Background: an optimization exercise with open tools, aiming at small area and a short achievable clock period. Do not read the settings as production practice. Only simulation tests tie the RTL to the original design; equivalence was not proved. Power and IR drop assume default switching activity.

[run.sh]
#!/bin/bash
# synth_recipe.tcl (not shown) runs the flow's synth.tcl, then flattens the netlist and writes it again
# the make line also repeats each setting of config.mk as NAME=value (left out here)
make -C /OpenROAD-flow-scripts/flow DESIGN_CONFIG=/design/flow/config.mk WORK_HOME=/design/flow/orfs CLKGATE_MAP_FILE= SYNTH_SCRIPT=/design/flow/synth_recipe.tcl finish
[config.mk]
export PLATFORM = sky130hd
export DESIGN_NAME = sobel_conv_top
export DESIGN_NICKNAME = sobel_conv_top
export VERILOG_FILES = /design/flow/design.v
export SDC_FILE = /design/flow/constraint.sdc
export NUM_CORES = 4
export LEC_CHECK = 0
export CAP_MARGIN = 20
export CORE_MARGIN = 2
export CORE_UTILIZATION = 40
export SLEW_MARGIN = 20
[constraint.sdc]
create_clock -name core_clock -period 7.0 [get_ports {clk_main_a0}]
set_input_delay 1.4000 -clock core_clock [delete_from_list [all_inputs] [get_ports {clk_main_a0}]]
set_output_delay 1.4000 -clock core_clock [all_outputs]
set_load 0.01 [all_outputs]
[design.v]
package sobel_pkg;
  typedef logic signed [12-1:0] pix_t;
  typedef logic [9*12-1:0] pix_win_t;
  typedef logic [1:0] axi_resp_t;
  localparam axi_resp_t RESP_OKAY = 2'b00;
endpackage
`timescale 1ns/1ns
module axil_reg_port (
  input  logic                       clk_main_a0,
  input  logic                       rst_main_n_sync,
  input  logic                       awvalid,
  input  logic [32-1:0]   awaddr,
  output logic                       awready,
  input  logic                       wvalid,
  input  logic [32-1:0]   wdata,
  output logic                       wready,
  output logic                       bvalid,
  output sobel_pkg::axi_resp_t       bresp,
  input  logic                       bready,
  input  logic                       arvalid,
  input  logic [32-1:0]   araddr,
  output logic                       arready,
  output logic                       rvalid,
  output logic [32-1:0]   rdata,
  output sobel_pkg::axi_resp_t       rresp,
  input  logic                       rready,
  output logic                       wr_en,
  output logic [32-1:0]   wr_addr,
  output logic [32-1:0]   wr_data,
  output logic                       rd_en,
  output logic [32-1:0]   rd_addr,
  input  logic [32-1:0]   rd_data
);
  logic wr_active;
  logic rd_pending;
  assign awready = ~wr_active;
  assign wready  = wr_active & wvalid & ~bvalid;
  assign wr_en   = wready;
  assign wr_data = wdata;
  assign bresp   = sobel_pkg::RESP_OKAY;
  always_ff @(posedge clk_main_a0) begin
    if (!rst_main_n_sync) begin
      wr_active <= 1'b0;
      bvalid    <= 1'b0;
    end else begin
      if (bvalid && bready) begin
        wr_active <= 1'b0;
      end else if (awvalid && awready) begin
        wr_active <= 1'b1;
      end
      if (bvalid && bready) begin
        bvalid <= 1'b0;
      end else if (wready) begin
        bvalid <= 1'b1;
      end
    end
  end
  always_ff @(posedge clk_main_a0) begin
    if (awvalid && awready) begin
      wr_addr <= awaddr;
    end
  end
  assign arready = ~rd_pending & ~rvalid;
  assign rd_en   = rd_pending;
  assign rresp   = sobel_pkg::RESP_OKAY;
  always_ff @(posedge clk_main_a0) begin
    if (!rst_main_n_sync) begin
      rd_pending <= 1'b0;
      rvalid     <= 1'b0;
    end else begin
      if (rd_pending) begin
        rd_pending <= 1'b0;
      end else if (arvalid && arready) begin
        rd_pending <= 1'b1;
      end
      if (rvalid && rready) begin
        rvalid <= 1'b0;
      end else if (rd_pending) begin
        rvalid <= 1'b1;
      end
    end
  end
  always_ff @(posedge clk_main_a0) begin
    if (arvalid && arready) begin
      rd_addr <= araddr;
    end
    if (rd_pending) begin
      rdata <= rd_data;
    end
  end
endmodule
`timescale 1ns/1ns
module conv_regs (
  input  logic                       clk_main_a0,
  input  logic                       rst_main_n_sync,
  input  logic                       wr_en,
  input  logic [32-1:0]   wr_addr,
  input  logic [32-1:0]   wr_data,
  input  logic                       rd_en,
  input  logic [32-1:0]   rd_addr,
  output logic [32-1:0]   rd_data,
  output sobel_pkg::pix_win_t        pix_win,
  output logic                       is_horz,
  input  sobel_pkg::pix_t            result,
  output logic [16-1:0]    led_src,
  input  logic [16-1:0]    shadow
);
  logic [32-1:0] mode_q;
  logic [16-1:0]  scratch_q;
  always_ff @(posedge clk_main_a0) begin
    if (!rst_main_n_sync) begin
      pix_win   <= '0;
      mode_q    <= '0;
      scratch_q <= '0;
    end else if (wr_en) begin
      for (int k = 0; k < 9; k++) begin
        if (wr_addr == 32'h0000_0010 + 4 * k) begin
          pix_win[12*k +: 12] <= wr_data[12-1:0];
        end
      end
      if (wr_addr == 32'h0000_0040) begin
        mode_q <= wr_data;
      end
      if (wr_addr == 32'h0000_0000) begin
        scratch_q <= wr_data[16-1:0];
      end
    end
  end
  assign is_horz = |mode_q;
  assign led_src = scratch_q;
  always_comb begin
    if (!rd_en) begin
      rd_data = '0;
    end else if (rd_addr == 32'h0000_0000) begin
      rd_data = {{(32 - 12){1'b0}}, result};
    end else if (rd_addr == 32'h0000_0004) begin
      rd_data = {{(32 - 16){1'b0}}, shadow};
    end else begin
      rd_data = 32'hDEAD_BEEF;
    end
  end
endmodule
`timescale 1ns/1ns
module sobel_filter (
  input  sobel_pkg::pix_win_t pix_win,
  input  logic                is_horz,
  output sobel_pkg::pix_t     result
);
  localparam int ACC_W = 12 + 4;
  localparam logic [3*9-1:0] C_HORZ = {
     3'sd1,  3'sd2,  3'sd1,
     3'sd0,  3'sd0,  3'sd0,
    -3'sd1, -3'sd2, -3'sd1
  };
  localparam logic [3*9-1:0] C_VERT = {
     3'sd1,  3'sd0, -3'sd1,
     3'sd2,  3'sd0, -3'sd2,
     3'sd1,  3'sd0, -3'sd1
  };
  logic [3*9-1:0] coef;
  logic signed [ACC_W-1:0]  acc;
  always_comb begin
    for (int k = 0; k < 9; k++) begin
      coef[3*k +: 3] = is_horz ? C_HORZ[3*k +: 3] : C_VERT[3*k +: 3];
    end
  end
  logic signed [9-1:0][ACC_W-1:0] prod;
  always_comb begin
    acc = '0;
    for (int k = 0; k < 9; k++) begin
      prod[k] = {{(ACC_W-12){pix_win[12*k+12-1]}}, pix_win[12*k +: 12]}
              * {{(ACC_W-3){coef[3*(9-1-k)+2]}}, coef[3*(9-1-k) +: 3]};
      acc = acc + prod[k];
    end
  end
  assign result = sobel_pkg::pix_t'(acc[12-1:0]);
endmodule
`timescale 1ns/1ns
module vled_ctrl (
  input  logic                    clk_main_a0,
  input  logic                    rst_main_n_sync,
  input  logic [16-1:0] led_src,
  input  logic [16-1:0] vdip,
  output logic [16-1:0] shadow,
  output logic [16-1:0] vled
);
  logic [16-1:0] dip_meta;
  logic [16-1:0] dip_sync;
  always_ff @(posedge clk_main_a0) begin
    if (!rst_main_n_sync) begin
      dip_meta <= '0;
      dip_sync <= '0;
      shadow   <= '0;
      vled     <= '0;
    end else begin
      dip_meta <= vdip;
      dip_sync <= dip_meta;
      shadow   <= led_src;
      vled     <= shadow & dip_sync;
    end
  end
endmodule
`timescale 1ns/1ns
module sobel_conv_top (
  input  logic                       clk_main_a0,
  input  logic                       rst_main_n_sync,
  input  logic                       awvalid,
  input  logic [32-1:0]   awaddr,
  output logic                       awready,
  input  logic                       wvalid,
  input  logic [32-1:0]   wdata,
  output logic                       wready,
  output logic                       bvalid,
  output logic [1:0]                 bresp,
  input  logic                       bready,
  input  logic                       arvalid,
  input  logic [32-1:0]   araddr,
  output logic                       arready,
  output logic                       rvalid,
  output logic [32-1:0]   rdata,
  output logic [1:0]                 rresp,
  input  logic                       rready,
  input  logic [16-1:0]    vdip,
  output logic [16-1:0]    vled
);
  logic                     wr_en;
  logic [32-1:0] wr_addr;
  logic [32-1:0] wr_data;
  logic                     rd_en;
  logic [32-1:0] rd_addr;
  logic [32-1:0] rd_data;
  sobel_pkg::pix_win_t      pix_win;
  logic                     is_horz;
  sobel_pkg::pix_t          result;
  logic [16-1:0]  led_src;
  logic [16-1:0]  shadow;
  axil_reg_port u_port (
    .clk_main_a0     (clk_main_a0),
    .rst_main_n_sync (rst_main_n_sync),
    .awvalid         (awvalid),
    .awaddr          (awaddr),
    .awready         (awready),
    .wvalid          (wvalid),
    .wdata           (wdata),
    .wready          (wready),
    .bvalid          (bvalid),
    .bresp           (bresp),
    .bready          (bready),
    .arvalid         (arvalid),
    .araddr          (araddr),
    .arready         (arready),
    .rvalid          (rvalid),
    .rdata           (rdata),
    .rresp           (rresp),
    .rready          (rready),
    .wr_en           (wr_en),
    .wr_addr         (wr_addr),
    .wr_data         (wr_data),
    .rd_en           (rd_en),
    .rd_addr         (rd_addr),
    .rd_data         (rd_data)
  );
  conv_regs u_regs (
    .clk_main_a0     (clk_main_a0),
    .rst_main_n_sync (rst_main_n_sync),
    .wr_en           (wr_en),
    .wr_addr         (wr_addr),
    .wr_data         (wr_data),
    .rd_en           (rd_en),
    .rd_addr         (rd_addr),
    .rd_data         (rd_data),
    .pix_win         (pix_win),
    .is_horz         (is_horz),
    .result          (result),
    .led_src         (led_src),
    .shadow          (shadow)
  );
  sobel_filter u_filter (
    .pix_win (pix_win),
    .is_horz (is_horz),
    .result  (result)
  );
  vled_ctrl u_vled (
    .clk_main_a0     (clk_main_a0),
    .rst_main_n_sync (rst_main_n_sync),
    .led_src         (led_src),
    .vdip            (vdip),
    .shadow          (shadow),
    .vled            (vled)
  );
endmodule
==> run_results.csv <==
group,metric,value,unit
layout,finalCoreUtilization,49.37,%
clock_tree,cts_sinks,289,
critical_path,cp_max_delay_cell,"sky130_fd_sc_hd__fa_1",
critical_path,path_cells,"nor4_4 > and4_4 > nand2_2 > buf_4 > nand2_1 > fa_1 > fa_1 > fa_1 > inv_1 > fa_1 > fa_1 > fa_1 > inv_1 > fa_1 > inv_1 > ha_1 > nor4_1 > a21oi_1 > a31o_2 > a21oi_1 > xor2_1 > o211ai_1",
clock_tree,tritoncts,"done",
pwr,power.density,206.3,mW/mm²
critical_path,criticalPathCategory,"register to register",
grt,grt_antenna_before_repair,0,
logic_synthesis,synthFlopType,"sky130_fd_sc_hd__dfxtp_1",
timing,finalWorstPathRequiredPeriod,6.725,ns
layout,final_common_cell,"sky130_fd_sc_hd__dfxtp_1",
floorplan,chipWidth,197.4,µm
layout,num_antenna_cells,0,
job,timing.max_cap.violations,0,
critical_path,worst-endpoint-arrival,6.97,ns
clock_tree,tritoncts.num_buffers,35,
floorplan,core.rowCount,70,
grt,grt_util_all_layers,17.62,%
timing,final_max_slew_viol_count,0,
layout,finalNonFillerCells,1960,
grt,grt_start_max_net_pins,134,
critical_path,worstSetupEndpointType,"register",
pwr,peakVddDrop,0.1562,mV
critical_path,critical-path-max-stage-delay,0.55,ns
timing,clock.fmax,148.7,MHz
logic_synthesis,synth-seq-cells,289,
timing,setup_violations,0,
logic_synthesis,synth-warning-count,4,
layout,num-nets-final,1756,
layout,area_growth_from_synthesis_to_layout,21.12,%
logic_synthesis,synth.avg_cell_area,11.33,µm²
timing,slew_headroom,32.38,%
route,drt_drc_violations_left,0,
route,postRouteAntennaNets,0,
logic_synthesis,netlist_area,0.01496,mm²
placement,placed_cells,1897,
route,vias_per_cell,4.716,
logic_synthesis,number_of_flops_mapped_to_enable_cells_by_yosys,81,
critical_path,path_delay_family,"adder cells",
grt,first_global_vias,9569,
route,route.met3.wl,1558,µm
timing,finalHoldViolCount,0,
grt,globalRoute.totalOverflow,0,
critical_path,worst_path_maximum_fanout,23,
layout,layout.cells.most_common_list,"208 x sky130_fd_sc_hd__dfxtp_1, 165 x sky130_fd_sc_hd__clkdlybuf4s50_1, 159 x sky130_fd_sc_hd__inv_1",
logic_synthesis,yosys-top-cells-area,"sky130_fd_sc_hd__dfxtp_1 28%, sky130_fd_sc_hd__edfxtp_1 16%, sky130_fd_sc_hd__fa_1 15%",
clock_tree,post_cts_hold_buffer_count,0,
logic_synthesis,post_synth_num_cell_types,48,
floorplan,initial_core_utilization,40.76,%
logic_synthesis,synthArstFlopShare,0,%
critical_path,path_common_cell,"sky130_fd_sc_hd__fa_1",
logic_synthesis,yosysSeqAreaShare,44.10,%
floorplan,floorplan.die_area,0.03895,mm²
logic_synthesis,synthDominantAreaCellType,"sky130_fd_sc_hd__dfxtp_1",
clock_tree,clk_path_buf_depth,3,
placement,routabilityCongestion,0.8092,
clock_tree,clock_tree.htree_level_count,2,
placement,detailedPlacementHpwl,24230,µm
placement,port_buffers,166,
floorplan,floorplan.io_pins,176,
clock_tree,cts.clk_slew.worst_paths,0.06,ns
route,drt_pass1_iterations,8,
outcome,outcome,"no timing/DRC/antenna violations",
floorplan,die-height,197.4,µm
timing,rsz0062_at_grt,"no",
grt,first_pass_grt_wire_length,52850,µm
timing,fin_crit_sh,96.08,%
route,wl,33410,µm
route,num_vias,9243,
floorplan,core_area,0.03670,mm²
critical_path,critical_path.startpoint_type,"register",
critical_path,path_buf_inv,4,
pwr,p_leak,7.657,nW
route,routedWlPerCell,17.05,µm
route,met2WireLength,16090,µm
timing,fin_worst_skew,0.02403,ns
clock_tree,clock_latency,0.53,ns
clock_tree,cts_root_buffer,"sky130_fd_sc_hd__clkbuf_16",
worst_hold_path,hold_path_class,"register to register",
route,route.top_layer_used,"met4",
logic_synthesis,netlist_instances,1320,
layout,drive_gt1_share,6.166,%
critical_path,critical_path_required,7.24,ns
timing,final.setup.tns,0,ns
logic_synthesis,yosys.area.top_type_share,27.84,%
route,detail_route.wirelength.met1,15000,µm
route,detailedRoute.firstIterationViolations,427,
timing,worst_pin_slew,1.013,ns
## timing repair
item                       in CTS  in global routing
resized for setup               0                  7
buffers inserted                0                  0
setup endpoints to repair       0                  4
## registers in the layout (all words and copies together), names as in the netlist
| name | flops |
|---|---|
| u_port.wr_addr | 32 |
| u_port.rd_addr | 32 |
| u_vled.shadow | 16 |
| u_vled.vled | 16 |
| u_port.bvalid | 1 |
| u_port.rd_pending | 1 |
| u_vled.dip_meta | 16 |
| u_port.rvalid | 1 |
| u_regs.pix_win | 92 |
| u_port.wr_active | 1 |
| u_regs.scratch_q | 16 |
| u_regs.mode_q | 32 |
| u_vled.dip_sync | 16 |
| u_port.rdata | 17 |
## final cells by class
class | instances | area (µm²)
Inverter | 159 | 596.8
Clock inverter | 15 | 151.4
Clock buffer | 48 | 955.9
Multi-Input combinational cell | 798 | 7436
Timing Repair Buffer | 183 | 1794
Fill cell | 3360 | 18580
Tap cell | 468 | 585.6
Sequential cell | 289 | 6596
## per-layer routing
metal | global-route usage (%) | up-vias
li1 | - | 4523
met1 | 23.26 | 4503
met2 | 29.97 | 167
met3 | 2.698 | 50
met4 | 5.207 | 0
met5 | 0 | -
## cell usage after synthesis (all sizes together) (3+ instances only)
| library cell | n |
|---|---|
| and2 | 71 |
| edfxtp | 81 |
| xor2 | 10 |
| ha | 58 |
| inv | 159 |
| and4 | 3 |
| or3 | 8 |
| and3 | 38 |
| clkbuf | 50 |
| a21oi | 12 |
| nor2b | 144 |
| nand2b | 3 |
| mux2i | 142 |
| o211ai | 6 |
| o21a | 4 |
| buf | 32 |
| nand4 | 8 |
| nor4 | 23 |
| xnor2 | 23 |
| or2 | 3 |
| nor3 | 6 |
| o21ai | 7 |
| nor2 | 38 |
| fa | 113 |
| dfxtp | 208 |
| nand2 | 50 |
## metrics by stage
stage	hold WS (ns)	power (W)	setup slack, ns	instance area [µm²]
3_3_place_gp	0.4137	0.002029	0.2203	16970
6_report	0.4218	0.003738	0.2746	18120
5_1_grt	0.4420	0.003881	0.01653	18120
3_5_place_dp	0.4188	0.002032	0.1279	16970
4_1_cts	0.4292	0.003793	0.1265	18070
2_1_floorplan	0.4119	0.001920	0.3719	14990
## power breakdown
part / internal, W / leakage [nW] / switching [W]
sequential: 0.00176 / 2.43 / 0.0000159
clock: 0.00104 / 0.540 / 0.000703
combinational: 0.000115 / 4.69 / 0.000104
## worst reg2reg max path, cell delays in order, from the launching register on
cell and delay (ns):
sky130_fd_sc_hd__dfxtp_1 0.33, sky130_fd_sc_hd__nor4_4 0.32, sky130_fd_sc_hd__and4_4 0.29, sky130_fd_sc_hd__nand2_2 0.14
sky130_fd_sc_hd__buf_4 0.25, sky130_fd_sc_hd__nand2_1 0.11, sky130_fd_sc_hd__fa_1 0.44, sky130_fd_sc_hd__fa_1 0.51
sky130_fd_sc_hd__fa_1 0.51, sky130_fd_sc_hd__inv_1 0.06, sky130_fd_sc_hd__fa_1 0.55, sky130_fd_sc_hd__fa_1 0.44
sky130_fd_sc_hd__fa_1 0.49, sky130_fd_sc_hd__inv_1 0.05, sky130_fd_sc_hd__fa_1 0.48, sky130_fd_sc_hd__inv_1 0.04
sky130_fd_sc_hd__ha_1 0.33, sky130_fd_sc_hd__nor4_1 0.34, sky130_fd_sc_hd__a21oi_1 0.12, sky130_fd_sc_hd__a31o_2 0.26
sky130_fd_sc_hd__a21oi_1 0.17, sky130_fd_sc_hd__xor2_1 0.15, sky130_fd_sc_hd__o211ai_1 0.09
## cell families (layout without fill, tap and decap cells)
group           Yosys count  in the layout  share of synthesized area, %
mux                     142            142                         9.503
flops                   289            289                         44.10
xor+xnor                 34             34                         2.083
simple gates            402            402                         15.78
buf+inv                 241            405                         6.684
fa+ha+maj               172            172                         20.04
other cells               2             10                       0.05021
compound gates           38             38                         1.757
## path summary, 6_finish.rpt
kind                           start                  to  slack, ns  cells after the start
setup / recovery   u_regs.mode_q[23]    u_port.rdata[10]       0.27                     22
hold / removal    u_vled.dip_meta[5]  u_vled.dip_sync[5]       0.42                      1
setup reg to reg   u_regs.mode_q[23]    u_port.rdata[10]       0.27                     22
hold reg to reg   u_vled.dip_meta[5]  u_vled.dip_sync[5]       0.42                      1

re-timing with driven ports:
In the flow no input, the clock included, has a driving cell. The finished layout below was timed again as built, in two steps. Step 1 assumes that a clkbuf_16 drives the clock port and a buf_2 every other input. Step 2 adds t to the input delays and takes it off the output delays; t is the mean of the earliest and latest rising clock arrival at the registers after step 1. Input paths then give back, and output paths get back, about the clock's delay inside the block. Slacks: no drivers / after step 1 / after step 2; pairs: no drivers / after step 1.
shift t [ns]: 0.571
slack for setup (ns): 0.275 / 0.275 / 0.275
pins driven straight from the clock port: 1
After both steps this run still meets setup and hold. The setup slack of this run moves by 0.000 ns with the drivers and by 0.000 ns with both steps.
